This design comes from an exercise in tuning for a short achievable clock period and few clock cycles per item on the open sky130 flow, not from production work.
Function was checked by simulation only, so behaviour that the tests miss may differ from the original.
No activity file was given, so power comes from the tool's default toggle rates.

==> build 58 <==
Design rsTop, start of the top module:
module rsTop (
    input  logic                 clk,
    input  logic                 reset,
    input  logic                 flush,
    input  logic                 inValid,
    input  logic [2:0]           inOp,
    input  logic [TagWidth-1:0]  inDestTag,
    input  logic [TagWidth-1:0]  inTagA,
    input  logic [DataWidth-1:0] inValA,
    input  logic [TagWidth-1:0]  inTagB,
    input  logic [DataWidth-1:0] inValB,
    output logic                 creditReturn,
    output logic                 resultValid,
    output logic [TagWidth-1:0]  resultTag,
    output logic [DataWidth-1:0] resultData
);
Settings: LEC_CHECK=0, CAP_MARGIN=20, CORE_MARGIN=2, CORE_UTILIZATION=25, PLACE_DENSITY=0.45, SETUP_SLACK_MARGIN=3, SLEW_MARGIN=20, SYNTH_HIERARCHICAL=1, SYNTH_MINIMUM_KEEP_SIZE=0; clock period 5.0 ns.
run.sh (not shown) runs the stock make flow with config.mk's settings and CLKGATE_MAP_FILE= SYNTH_SCRIPT=/design/flow/synth_recipe.tcl, a recipe that flattens the netlist after the stock synthesis.
==> inputs of trial 15, as changes to build 58 <==
--- a/flow/design.v
+++ b/flow/design.v
@@ -24,28 +24,16 @@
     output logic gN,
     output logic tN
 );
     logic bb;
     assign bb = b ^ s;
     assign gN = !(a && bb);
     assign tN = !(a || bb);
 endmodule
-module rsPgN (
-    input  logic a,
-    input  logic b,
-    input  logic sN,
-    output logic gN,
-    output logic tN
-);
-    logic bb;
-    assign bb = !(b ^ sN);
-    assign gN = !(a && bb);
-    assign tN = !(a || bb);
-endmodule
 module rsPg0 (
     input  logic a,
     input  logic b,
     input  logic s,
     output logic gN
 );
     assign gN = !(s ? (a || !b) : (a && b));
 endmodule
@@ -125,28 +113,32 @@
 );
     assign y = !(s ? a1N : a0N);
 endmodule
 module rsCand #(
     parameter bit Lt = 1'b0
 ) (
     input  logic       a,
     input  logic       b,
+    input  logic       s,
     input  logic [3:0] tt1,
     input  logic [3:0] tt0,
     input  logic       lt,
     input  logic       a31,
     input  logic       b31,
     output logic       e1,
     output logic       e0
 );
-    assign e1 = (a ? (b ? tt1[3] : tt1[2]) : (b ? tt1[1] : tt1[0])) ||
-                (Lt && lt && a31 && !b31);
-    assign e0 = (a ? (b ? tt0[3] : tt0[2]) : (b ? tt0[1] : tt0[0])) ||
-                (Lt && lt && (a31 || !b31));
+    logic bb, bb31;
+    assign bb   = b ^ s;
+    assign bb31 = b31 ^ s;
+    assign e1 = (a ? (bb ? tt1[3] : tt1[2]) : (bb ? tt1[1] : tt1[0])) ||
+                (Lt && lt && a31 && bb31);
+    assign e0 = (a ? (bb ? tt0[3] : tt0[2]) : (bb ? tt0[1] : tt0[0])) ||
+                (Lt && lt && (a31 || bb31));
 endmodule
 module rsMx (
     input  logic s,
     input  logic a1,
     input  logic a0,
     output logic y
 );
     assign y = s ? a1 : a0;
@@ -226,60 +218,43 @@
                     rsMxOI mInst (.s(sr[m]), .a0(vr[m][i]), .y(vr[m+1][i]));
                 end
             end
         end
     end
     assign l = vl[5];
     assign r = vr[5];
 endmodule
-module rsFwd (
-    input  logic [TagWidth-1:0] t,
-    input  logic [TagWidth-1:0] r,     
-    input  logic                rv,    
-    output logic                imm,
-    output logic                bus,
-    output logic                fwd
-);
-    assign imm = (t == '0);
-    assign bus = !imm && rv && (t == r);
-    assign fwd = !imm && !(rv && (t == r));
-endmodule
 module rsAlu #(
     parameter int K  = 5,   
     parameter int KS = 3    
 ) (
     input  logic [DataWidth-1:0]      a,
     input  logic [DataWidth-1:0]      b,
     input  logic                      sub,
-    input  logic                      subN,   
     input  logic [1:0][3:0]           tt,     
     input  logic [3:0]                tt0,    
     input  logic [4:0]                sl,     
     input  logic [4:0]                sr,
     input  logic                      lt,
-    input  logic [K-1:0][3:0]         fwd,
-    input  logic [K-1:0][3:0]         fl,     
-    input  logic [K-1:0][3:0]         fr,     
+    input  logic [K-1:0]              fwd,
+    input  logic [K-1:0]              fl,     
+    input  logic [K-1:0]              fr,     
     input  logic [K-1:0][DataWidth-1:0] ex,
     output logic [K-1:0][DataWidth-1:0] y
 );
     localparam int N = DataWidth;
     localparam int L = $clog2(DataWidth);
     logic [N-1:0] g [L+1];
     logic [N-1:0] t [L+1];
     logic [N-1:0] c;
     rsPg0 pg0Inst (.a(a[0]), .b(b[0]), .s(sub), .gN(g[0][0]));
     assign t[0][0] = 1'b0;   
     for (genvar i = 1; i < N; i++) begin : gPg
-        if (i < N / 2) begin : gLo
-            rsPg pgInst (.a(a[i]), .b(b[i]), .s(sub), .gN(g[0][i]), .tN(t[0][i]));
-        end else begin : gHi
-            rsPgN pgInst (.a(a[i]), .b(b[i]), .sN(subN), .gN(g[0][i]), .tN(t[0][i]));
-        end
+        rsPg pgInst (.a(a[i]), .b(b[i]), .s(sub), .gN(g[0][i]), .tN(t[0][i]));
     end
     for (genvar l = 1; l <= L; l++) begin : gLevel
         localparam int D = 1 << (l - 1);
         for (genvar i = 0; i < N; i++) begin : gBit
             if (i < D) begin : gPass
                 rsInv invInst (.a(g[l-1][i]), .y(g[l][i]));
                 assign t[l][i] = 1'b0;
             end else if (i < 2 * D) begin : gLast
@@ -307,31 +282,31 @@
     rsShift shiftInst (.a(a), .sl(sl), .sr(sr), .l(shlV), .r(shrV));
     logic [K*N-1:0] yf;
     assign y = yf;
     for (genvar j = 0; j < N; j++) begin : gOb
         logic e1, e0, cs;
         assign cs = (j == 0) ? c[N-1] : c[j];
         if (j == 0) begin : gCand0
             rsCand #(.Lt(1'b1)) candInst (
-                .a (a[j]), .b (b[j]), .tt1 (tt0), .tt0 (tt0),
+                .a (a[j]), .b (b[j]), .s (sub), .tt1 (tt0), .tt0 (tt0),
                 .lt (lt), .a31 (a[N-1]), .b31 (b[N-1]), .e1 (e1), .e0 (e0)
             );
         end else begin : gCandN
             rsCand #(.Lt(1'b0)) candInst (
-                .a (a[j]), .b (b[j]), .tt1 (tt[1]), .tt0 (tt[0]),
+                .a (a[j]), .b (b[j]), .s (sub), .tt1 (tt[1]), .tt0 (tt[0]),
                 .lt (lt), .a31 (a[N-1]), .b31 (b[N-1]), .e1 (e1), .e0 (e0)
             );
         end
         for (genvar k = 0; k < K; k++) begin : gOut
             if (k < KS || j < 5) begin : gUsed
                 logic f1, f0, x1N, x0N, yb;
-                rsEarly earlyInst (.e1(e1), .e0(e0), .fwd(fwd[k][j/8]), .ex(ex[k][j]),
+                rsEarly earlyInst (.e1(e1), .e0(e0), .fwd(fwd[k]), .ex(ex[k][j]),
                                    .f1(f1), .f0(f0));
-                rsGate gateInst (.l(shlV[j]), .r(shrV[j]), .fl(fl[k][j/8]), .fr(fr[k][j/8]),
+                rsGate gateInst (.l(shlV[j]), .r(shrV[j]), .fl(fl[k]), .fr(fr[k]),
                                  .f1(f1), .f0(f0), .x1N(x1N), .x0N(x0N));
                 rsMuxI muxInst (.s(cs), .a1N(x1N), .a0N(x0N), .y(yb));
                 assign yf[k*N+j] = yb;
             end else begin : gUnused
                 assign yf[k*N+j] = 1'b0;
             end
         end
     end
@@ -354,78 +329,64 @@
     output logic [TagWidth-1:0]  resultTag,
     output logic [DataWidth-1:0] resultData
 );
     logic                 exValid;
     logic [TagWidth-1:0]  exTag;
     logic [DataWidth-1:0] exA;
     logic [DataWidth-1:0] exB;
     logic                 exSub;   
-    logic                 exSubN;  
-    logic                 exAdd, exSubOp, exLogic, exShl, exShr, exSlt;
-    logic                 exShlN, exShrN;   
+    logic                 exAddSub, exLogic, exShl, exShr, exSlt;
     logic [3:0]           exLt;    
     logic [3:0]           inLt;
-    logic [3:0]           immA, immB, busA, busB, fwdA, fwdB;   
+    logic                 immA, immB, busA, busB;
     logic [4:0]           exSl;    
     logic [4:0]           exSr;    
     logic                 inShl, inShr;
-    logic [4:0][3:0]      fwd;     
-    logic [4:0][3:0]      fl, fr;  
+    logic [4:0]           fwd;     
+    logic [4:0]           fl, fr;  
     logic [4:0][DataWidth-1:0] ex;
     logic [4:0][DataWidth-1:0] aluY;
     always_comb begin
         case (inOp)
             opAnd:   inLt = 4'b1000;
             opOr:    inLt = 4'b1110;
             opXor:   inLt = 4'b0110;
             default: inLt = 4'b0000;
         endcase
     end
-    for (genvar q = 0; q < 4; q++) begin : gByte
-        rsFwd fwdAInst (.t(inTagA), .r(resultTag), .rv(resultValid),
-                        .imm(immA[q]), .bus(busA[q]), .fwd(fwdA[q]));
-        rsFwd fwdBInst (.t(inTagB), .r(resultTag), .rv(resultValid),
-                        .imm(immB[q]), .bus(busB[q]), .fwd(fwdB[q]));
-    end
+    assign immA = (inTagA == '0);
+    assign immB = (inTagB == '0);
+    assign busA = !immA && resultValid && (resultTag == inTagA);
+    assign busB = !immB && resultValid && (resultTag == inTagB);
     assign inShl = (inOp == opShl);
     assign inShr = (inOp == opShr);
-    assign fwd[0] = '1;
-    assign fwd[1] = fwdA;
-    assign fwd[2] = fwdB;
-    assign fwd[3] = fwdB & {4{inShl}};
-    assign fwd[4] = fwdB & {4{inShr}};
-    assign fl[0]  = {4{exShl}};
-    assign fr[0]  = {4{exShr}};
-    for (genvar k = 1; k < 5; k++) begin : gShSel
-        assign fl[k] = fwd[k] & ~{4{exShlN}};
-        assign fr[k] = fwd[k] & ~{4{exShrN}};
-    end
+    assign fwd[2:0] = {!immB && !busB, !immA && !busA, 1'b1};
+    assign fwd[3]   = fwd[2] && inShl;
+    assign fwd[4]   = fwd[2] && inShr;
+    assign fl       = fwd & {5{exShl}};
+    assign fr       = fwd & {5{exShr}};
     assign ex[0] = '0;
-    for (genvar j = 0; j < DataWidth; j++) begin : gEx
-        assign ex[1][j] = (immA[j/8] & inValA[j]) | (busA[j/8] & resultData[j]);
-        assign ex[2][j] = (immB[j/8] & inValB[j]) | (busB[j/8] & resultData[j]);
-    end
+    assign ex[1] = ({DataWidth{immA}} & inValA) | ({DataWidth{busA}} & resultData);
+    assign ex[2] = ({DataWidth{immB}} & inValB) | ({DataWidth{busB}} & resultData);
     assign ex[3] = ex[2] & {DataWidth{inShl}};
     assign ex[4] = ex[2] & {DataWidth{inShr}};
     logic [1:0][3:0] tt;
     logic [3:0]      tt0;
     for (genvar e = 0; e < 4; e++) begin : gEntry
         localparam logic P = (e == 1) || (e == 2);
         for (genvar v = 0; v < 2; v++) begin : gCarry
-            assign tt[v][e] = (exLogic && exLt[e]) || (exAdd && (P ^ v)) ||
-                              (exSubOp && !(P ^ v));
+            assign tt[v][e] = (exLogic && exLt[e]) || (exAddSub && (P ^ v));
         end
-        assign tt0[e] = (exLogic && exLt[e]) || ((exAdd || exSubOp) && P);
+        assign tt0[e] = (exLogic && exLt[e]) || (exAddSub && (P ^ exSub));
     end
     rsAlu aluInst (
         .a   (exA),
         .b   (exB),
         .sub (exSub),
-        .subN(exSubN),
         .tt  (tt),
         .tt0 (tt0),
         .sl  (exSl),
         .sr  (exSr),
         .lt  (exSlt),
         .fwd (fwd),
         .fl  (fl),
         .fr  (fr),
@@ -435,21 +396,17 @@
     always_ff @(posedge clk) begin
         if (reset || flush) begin
             exValid <= 1'b0;
         end else begin
             exValid <= inValid;
         end
         exTag    <= inDestTag;
         exSub    <= (inOp == opSub) || (inOp == opSlt);
-        exSubN   <= !((inOp == opSub) || (inOp == opSlt));
-        exAdd    <= (inOp == opAdd);
-        exSubOp  <= (inOp == opSub);
-        exShlN   <= !(inOp == opShl);
-        exShrN   <= !(inOp == opShr);
+        exAddSub <= (inOp == opAdd) || (inOp == opSub);
         exLogic  <= (inOp == opAnd) || (inOp == opOr) || (inOp == opXor);
         exShl    <= (inOp == opShl);
         exShr    <= (inOp == opShr);
         exSlt    <= (inOp == opSlt);
         exLt     <= inLt;
         exA      <= aluY[1];
         exB      <= aluY[2];
         exSl     <= aluY[3][4:0];
==> inputs of trial 23, as changes to build 58 <==
--- a/flow/design.v
+++ b/flow/design.v
@@ -93,34 +93,34 @@
 );
     assign y = !a;
 endmodule
 module rsEarly (
     input  logic e1,
     input  logic e0,
     input  logic fwd,
     input  logic ex,
-    output logic f1,
-    output logic f0
+    output logic f1N,
+    output logic f0N
 );
-    assign f1 = (e1 && fwd) || ex;
-    assign f0 = (e0 && fwd) || ex;
+    assign f1N = !((e1 && fwd) || ex);
+    assign f0N = !((e0 && fwd) || ex);
 endmodule
 module rsGate (
-    input  logic l,
-    input  logic r,
-    input  logic fl,    
-    input  logic fr,    
-    input  logic f1,
-    input  logic f0,
+    input  logic lN,
+    input  logic rN,
+    input  logic flN,   
+    input  logic frN,   
+    input  logic f1N,
+    input  logic f0N,
     output logic x1N,
     output logic x0N
 );
-    assign x1N = !((l && fl) || (r && fr) || f1);
-    assign x0N = !((l && fl) || (r && fr) || f0);
+    assign x1N = (lN || flN) && (rN || frN) && f1N;
+    assign x0N = (lN || flN) && (rN || frN) && f0N;
 endmodule
 module rsMuxI (
     input  logic s,
     input  logic a1N,
     input  logic a0N,
     output logic y
 );
     assign y = !(s ? a1N : a0N);
@@ -138,39 +138,24 @@
     output logic       e1,
     output logic       e0
 );
     assign e1 = (a ? (b ? tt1[3] : tt1[2]) : (b ? tt1[1] : tt1[0])) ||
                 (Lt && lt && a31 && !b31);
     assign e0 = (a ? (b ? tt0[3] : tt0[2]) : (b ? tt0[1] : tt0[0])) ||
                 (Lt && lt && (a31 || !b31));
 endmodule
-module rsMx (
-    input  logic s,
-    input  logic a1,
-    input  logic a0,
-    output logic y
-);
-    assign y = s ? a1 : a0;
-endmodule
 module rsMxI (
     input  logic s,
     input  logic a1,
     input  logic a0,
     output logic y
 );
     assign y = !(s ? a1 : a0);
 endmodule
-module rsMxZ (
-    input  logic s,
-    input  logic a0,
-    output logic y
-);
-    assign y = !s && a0;
-endmodule
 module rsMxZI (
     input  logic s,
     input  logic a0,
     output logic y
 );
     assign y = !(!s && a0);
 endmodule
 module rsMxOI (
@@ -179,62 +164,50 @@
     output logic y
 );
     assign y = !(s || a0);
 endmodule
 module rsShift (
     input  logic [DataWidth-1:0] a,
     input  logic [4:0]           sl,
     input  logic [4:0]           sr,
-    output logic [DataWidth-1:0] l,
-    output logic [DataWidth-1:0] r
+    output logic [DataWidth-1:0] lN,
+    output logic [DataWidth-1:0] rN
 );
     localparam int N = DataWidth;
     logic [N-1:0] vl [6];
     logic [N-1:0] vr [6];
     assign vl[0] = a;
     assign vr[0] = a;
     for (genvar m = 0; m < 5; m++) begin : gLvl
         localparam int D = 1 << m;
-        localparam bit InvIn = (m > 0) && (m % 2 == 0);
+        localparam bit InvIn = (m % 2 == 1);
         for (genvar i = 0; i < N; i++) begin : gBit
             if (i >= D) begin : gLm
-                if (m == 0) begin : gT
-                    rsMx mInst (.s(sl[m]), .a1(vl[m][i-D]), .a0(vl[m][i]), .y(vl[m+1][i]));
-                end else begin : gI
-                    rsMxI mInst (.s(sl[m]), .a1(vl[m][i-D]), .a0(vl[m][i]), .y(vl[m+1][i]));
-                end
+                rsMxI mInst (.s(sl[m]), .a1(vl[m][i-D]), .a0(vl[m][i]), .y(vl[m+1][i]));
             end else begin : gLf
-                if (m == 0) begin : gT
-                    rsMxZ mInst (.s(sl[m]), .a0(vl[m][i]), .y(vl[m+1][i]));
-                end else if (!InvIn) begin : gZ
+                if (!InvIn) begin : gZ
                     rsMxZI mInst (.s(sl[m]), .a0(vl[m][i]), .y(vl[m+1][i]));
                 end else begin : gO
                     rsMxOI mInst (.s(sl[m]), .a0(vl[m][i]), .y(vl[m+1][i]));
                 end
             end
             if (i + D < N) begin : gRm
-                if (m == 0) begin : gT
-                    rsMx mInst (.s(sr[m]), .a1(vr[m][i+D]), .a0(vr[m][i]), .y(vr[m+1][i]));
-                end else begin : gI
-                    rsMxI mInst (.s(sr[m]), .a1(vr[m][i+D]), .a0(vr[m][i]), .y(vr[m+1][i]));
-                end
+                rsMxI mInst (.s(sr[m]), .a1(vr[m][i+D]), .a0(vr[m][i]), .y(vr[m+1][i]));
             end else begin : gRf
-                if (m == 0) begin : gT
-                    rsMxZ mInst (.s(sr[m]), .a0(vr[m][i]), .y(vr[m+1][i]));
-                end else if (!InvIn) begin : gZ
+                if (!InvIn) begin : gZ
                     rsMxZI mInst (.s(sr[m]), .a0(vr[m][i]), .y(vr[m+1][i]));
                 end else begin : gO
                     rsMxOI mInst (.s(sr[m]), .a0(vr[m][i]), .y(vr[m+1][i]));
                 end
             end
         end
     end
-    assign l = vl[5];
-    assign r = vr[5];
+    assign lN = vl[5];
+    assign rN = vr[5];
 endmodule
 module rsFwd (
     input  logic [TagWidth-1:0] t,
     input  logic [TagWidth-1:0] r,     
     input  logic                rv,    
     output logic                imm,
     output logic                bus,
     output logic                fwd
@@ -252,18 +225,18 @@
     input  logic                      sub,
     input  logic                      subN,   
     input  logic [1:0][3:0]           tt,     
     input  logic [3:0]                tt0,    
     input  logic [4:0]                sl,     
     input  logic [4:0]                sr,
     input  logic                      lt,
     input  logic [K-1:0][3:0]         fwd,
-    input  logic [K-1:0][3:0]         fl,     
-    input  logic [K-1:0][3:0]         fr,     
+    input  logic [K-1:0][3:0]         flN,    
+    input  logic [K-1:0][3:0]         frN,    
     input  logic [K-1:0][DataWidth-1:0] ex,
     output logic [K-1:0][DataWidth-1:0] y
 );
     localparam int N = DataWidth;
     localparam int L = $clog2(DataWidth);
     logic [N-1:0] g [L+1];
     logic [N-1:0] t [L+1];
     logic [N-1:0] c;
@@ -298,18 +271,18 @@
                 end else begin : gT
                     rsPreT preInst (.gh(g[l-1][i]), .th(t[l-1][i]), .gl(g[l-1][i-D]),
                                     .tl(t[l-1][i-D]), .gN(g[l][i]), .tN(t[l][i]));
                 end
             end
         end
     end
     assign c = {g[L][N-2:0], sub};
-    logic [N-1:0] shlV, shrV;
-    rsShift shiftInst (.a(a), .sl(sl), .sr(sr), .l(shlV), .r(shrV));
+    logic [N-1:0] shlN, shrN;
+    rsShift shiftInst (.a(a), .sl(sl), .sr(sr), .lN(shlN), .rN(shrN));
     logic [K*N-1:0] yf;
     assign y = yf;
     for (genvar j = 0; j < N; j++) begin : gOb
         logic e1, e0, cs;
         assign cs = (j == 0) ? c[N-1] : c[j];
         if (j == 0) begin : gCand0
             rsCand #(.Lt(1'b1)) candInst (
                 .a (a[j]), .b (b[j]), .tt1 (tt0), .tt0 (tt0),
@@ -318,21 +291,21 @@
         end else begin : gCandN
             rsCand #(.Lt(1'b0)) candInst (
                 .a (a[j]), .b (b[j]), .tt1 (tt[1]), .tt0 (tt[0]),
                 .lt (lt), .a31 (a[N-1]), .b31 (b[N-1]), .e1 (e1), .e0 (e0)
             );
         end
         for (genvar k = 0; k < K; k++) begin : gOut
             if (k < KS || j < 5) begin : gUsed
-                logic f1, f0, x1N, x0N, yb;
+                logic f1N, f0N, x1N, x0N, yb;
                 rsEarly earlyInst (.e1(e1), .e0(e0), .fwd(fwd[k][j/8]), .ex(ex[k][j]),
-                                   .f1(f1), .f0(f0));
-                rsGate gateInst (.l(shlV[j]), .r(shrV[j]), .fl(fl[k][j/8]), .fr(fr[k][j/8]),
-                                 .f1(f1), .f0(f0), .x1N(x1N), .x0N(x0N));
+                                   .f1N(f1N), .f0N(f0N));
+                rsGate gateInst (.lN(shlN[j]), .rN(shrN[j]), .flN(flN[k][j/8]),
+                                 .frN(frN[k][j/8]), .f1N(f1N), .f0N(f0N), .x1N(x1N), .x0N(x0N));
                 rsMuxI muxInst (.s(cs), .a1N(x1N), .a0N(x0N), .y(yb));
                 assign yf[k*N+j] = yb;
             end else begin : gUnused
                 assign yf[k*N+j] = 1'b0;
             end
         end
     end
 endmodule
@@ -355,26 +328,26 @@
     output logic [DataWidth-1:0] resultData
 );
     logic                 exValid;
     logic [TagWidth-1:0]  exTag;
     logic [DataWidth-1:0] exA;
     logic [DataWidth-1:0] exB;
     logic                 exSub;   
     logic                 exSubN;  
-    logic                 exAdd, exSubOp, exLogic, exShl, exShr, exSlt;
+    logic                 exAdd, exSubOp, exLogic, exSlt;
     logic                 exShlN, exShrN;   
     logic [3:0]           exLt;    
     logic [3:0]           inLt;
     logic [3:0]           immA, immB, busA, busB, fwdA, fwdB;   
     logic [4:0]           exSl;    
     logic [4:0]           exSr;    
     logic                 inShl, inShr;
     logic [4:0][3:0]      fwd;     
-    logic [4:0][3:0]      fl, fr;  
+    logic [4:0][3:0]      flN, frN;  
     logic [4:0][DataWidth-1:0] ex;
     logic [4:0][DataWidth-1:0] aluY;
     always_comb begin
         case (inOp)
             opAnd:   inLt = 4'b1000;
             opOr:    inLt = 4'b1110;
             opXor:   inLt = 4'b0110;
             default: inLt = 4'b0000;
@@ -388,21 +361,21 @@
     end
     assign inShl = (inOp == opShl);
     assign inShr = (inOp == opShr);
     assign fwd[0] = '1;
     assign fwd[1] = fwdA;
     assign fwd[2] = fwdB;
     assign fwd[3] = fwdB & {4{inShl}};
     assign fwd[4] = fwdB & {4{inShr}};
-    assign fl[0]  = {4{exShl}};
-    assign fr[0]  = {4{exShr}};
+    assign flN[0] = {4{exShlN}};
+    assign frN[0] = {4{exShrN}};
     for (genvar k = 1; k < 5; k++) begin : gShSel
-        assign fl[k] = fwd[k] & ~{4{exShlN}};
-        assign fr[k] = fwd[k] & ~{4{exShrN}};
+        assign flN[k] = ~fwd[k] | {4{exShlN}};
+        assign frN[k] = ~fwd[k] | {4{exShrN}};
     end
     assign ex[0] = '0;
     for (genvar j = 0; j < DataWidth; j++) begin : gEx
         assign ex[1][j] = (immA[j/8] & inValA[j]) | (busA[j/8] & resultData[j]);
         assign ex[2][j] = (immB[j/8] & inValB[j]) | (busB[j/8] & resultData[j]);
     end
     assign ex[3] = ex[2] & {DataWidth{inShl}};
     assign ex[4] = ex[2] & {DataWidth{inShr}};
@@ -422,18 +395,18 @@
         .sub (exSub),
         .subN(exSubN),
         .tt  (tt),
         .tt0 (tt0),
         .sl  (exSl),
         .sr  (exSr),
         .lt  (exSlt),
         .fwd (fwd),
-        .fl  (fl),
-        .fr  (fr),
+        .flN (flN),
+        .frN (frN),
         .ex  (ex),
         .y   (aluY)
     );
     always_ff @(posedge clk) begin
         if (reset || flush) begin
             exValid <= 1'b0;
         end else begin
             exValid <= inValid;
@@ -441,18 +414,16 @@
         exTag    <= inDestTag;
         exSub    <= (inOp == opSub) || (inOp == opSlt);
         exSubN   <= !((inOp == opSub) || (inOp == opSlt));
         exAdd    <= (inOp == opAdd);
         exSubOp  <= (inOp == opSub);
         exShlN   <= !(inOp == opShl);
         exShrN   <= !(inOp == opShr);
         exLogic  <= (inOp == opAnd) || (inOp == opOr) || (inOp == opXor);
-        exShl    <= (inOp == opShl);
-        exShr    <= (inOp == opShr);
         exSlt    <= (inOp == opSlt);
         exLt     <= inLt;
         exA      <= aluY[1];
         exB      <= aluY[2];
         exSl     <= aluY[3][4:0];
         exSr     <= aluY[4][4:0];
     end
     always_ff @(posedge clk) begin
==> flow/config.mk (replaced) <==
export PLATFORM = sky130hd
export DESIGN_NAME = rsTop
export DESIGN_NICKNAME = rsTop
export VERILOG_FILES = /design/flow/design.v
export SDC_FILE = /design/flow/constraint.sdc
export NUM_CORES = 4
export LEC_CHECK = 0
export CAP_MARGIN = 20
export CORE_MARGIN = 2
export CORE_UTILIZATION = 40
export PLACE_DENSITY = 0.55
export SETUP_SLACK_MARGIN = 3
export SLEW_MARGIN = 20
export SYNTH_HIERARCHICAL = 1
export SYNTH_MINIMUM_KEEP_SIZE = 0
==> summary.txt <==
quantity                                                           trial 23              trial 15              build 58
Buffer share of cell area                                             0.124                 0.181                 0.118
Maximum fanout count along the critical path                             16                     6                    16
Source of the worst register-to-register timing path        exSr[0]$_DFF_P_         exSub$_DFF_P_       exSr[0]$_DFF_P_
Global-route usage over all layers                                    0.306                 0.261                 0.215
Std cell rows                                                            74                    93                    94
Mean number of vias per cell                                           6.27                  5.88                  5.57
Filler cell count in the final layout                                  3566                  6054                  6445
Detailed-route wire length per cell                                 26.2 µm               30.4 µm               26.0 µm
Worst IR Drop VDD                                                    282 µV                444 µV                294 µV
Drt initial violations                                                 1398                  1471                  1061
Post-CTS Setup Inserts                                                  121                   186                    99
Fin area                                                         0.0228 mm²            0.0274 mm²            0.0242 mm²
Switching Power                                                     5.45 mW               10.1 mW               5.91 mW
Taps Inserted                                                           532                   855                   864
Number of global-route vias before repair                             15600                 17800                 16200
DR WL met3                                                          5120 µm               6980 µm               3780 µm
Data arrival time at the worst-slack endpoint                       2810 ps               2940 ps               2860 ps
Status                                                       finished clean        finished clean        finished clean
Worst-case hold path end point                         resultTag[1]$_DFF_P_  resultTag[3]$_DFF_P_  resultTag[0]$_DFF_P_
Proportion of cell area occupied by multi-input gates                 0.691                 0.657                 0.690
Testbench counts of build 58, summed over its fixed seeds: cycles 3,216, items 3,200.
Testbench counts of trial 15, summed over its fixed seeds: cycles 3,216, items 3,200.
Testbench counts of trial 23, summed over its fixed seeds: cycles 3,216, items 3,200.

## re-timing with driven ports
The results above use ideal ports. As a check the final layouts listed here were re-extracted and re-timed, cells and wires unchanged.
Step 1 (the two cells are an assumption about what drives the block):
set clk [get_ports {clk}]
set_driving_cell -lib_cell sky130_fd_sc_hd__clkbuf_16 $clk
set_driving_cell -lib_cell sky130_fd_sc_hd__buf_2 [delete_from_list [all_inputs] $clk]
Step 2 moves the port delays by t, midway between the first and last clock arrival at a register: inputs arrive t later, outputs are due t later. That takes back most of the time a late clock gives input paths.
Slacks: ideal ports / drivers / drivers and shift; pairs: ideal ports / drivers.
run | t, ns | setup WS [ns] | worst hold slack (ns) | clock arrival spread, ns
build 58 | 0.570 | 2.541 / 2.541 / 2.120 | 0.325 / 0.325 / 0.325 | 0.023 / 0.023
trial 15 | 0.562 | 2.435 / 2.458 / 1.895 | 0.324 / 0.324 / 0.324 | 0.014 / 0.015
trial 23 | 0.546 | 2.563 / 2.563 / 2.193 | 0.323 / 0.323 / 0.323 | 0.017 / 0.017
After both steps setup and hold are still met in every run listed. For trial 15, which loses most, drivers alone change the setup slack by +0.023 ns; drivers and shift together by -0.540 ns.
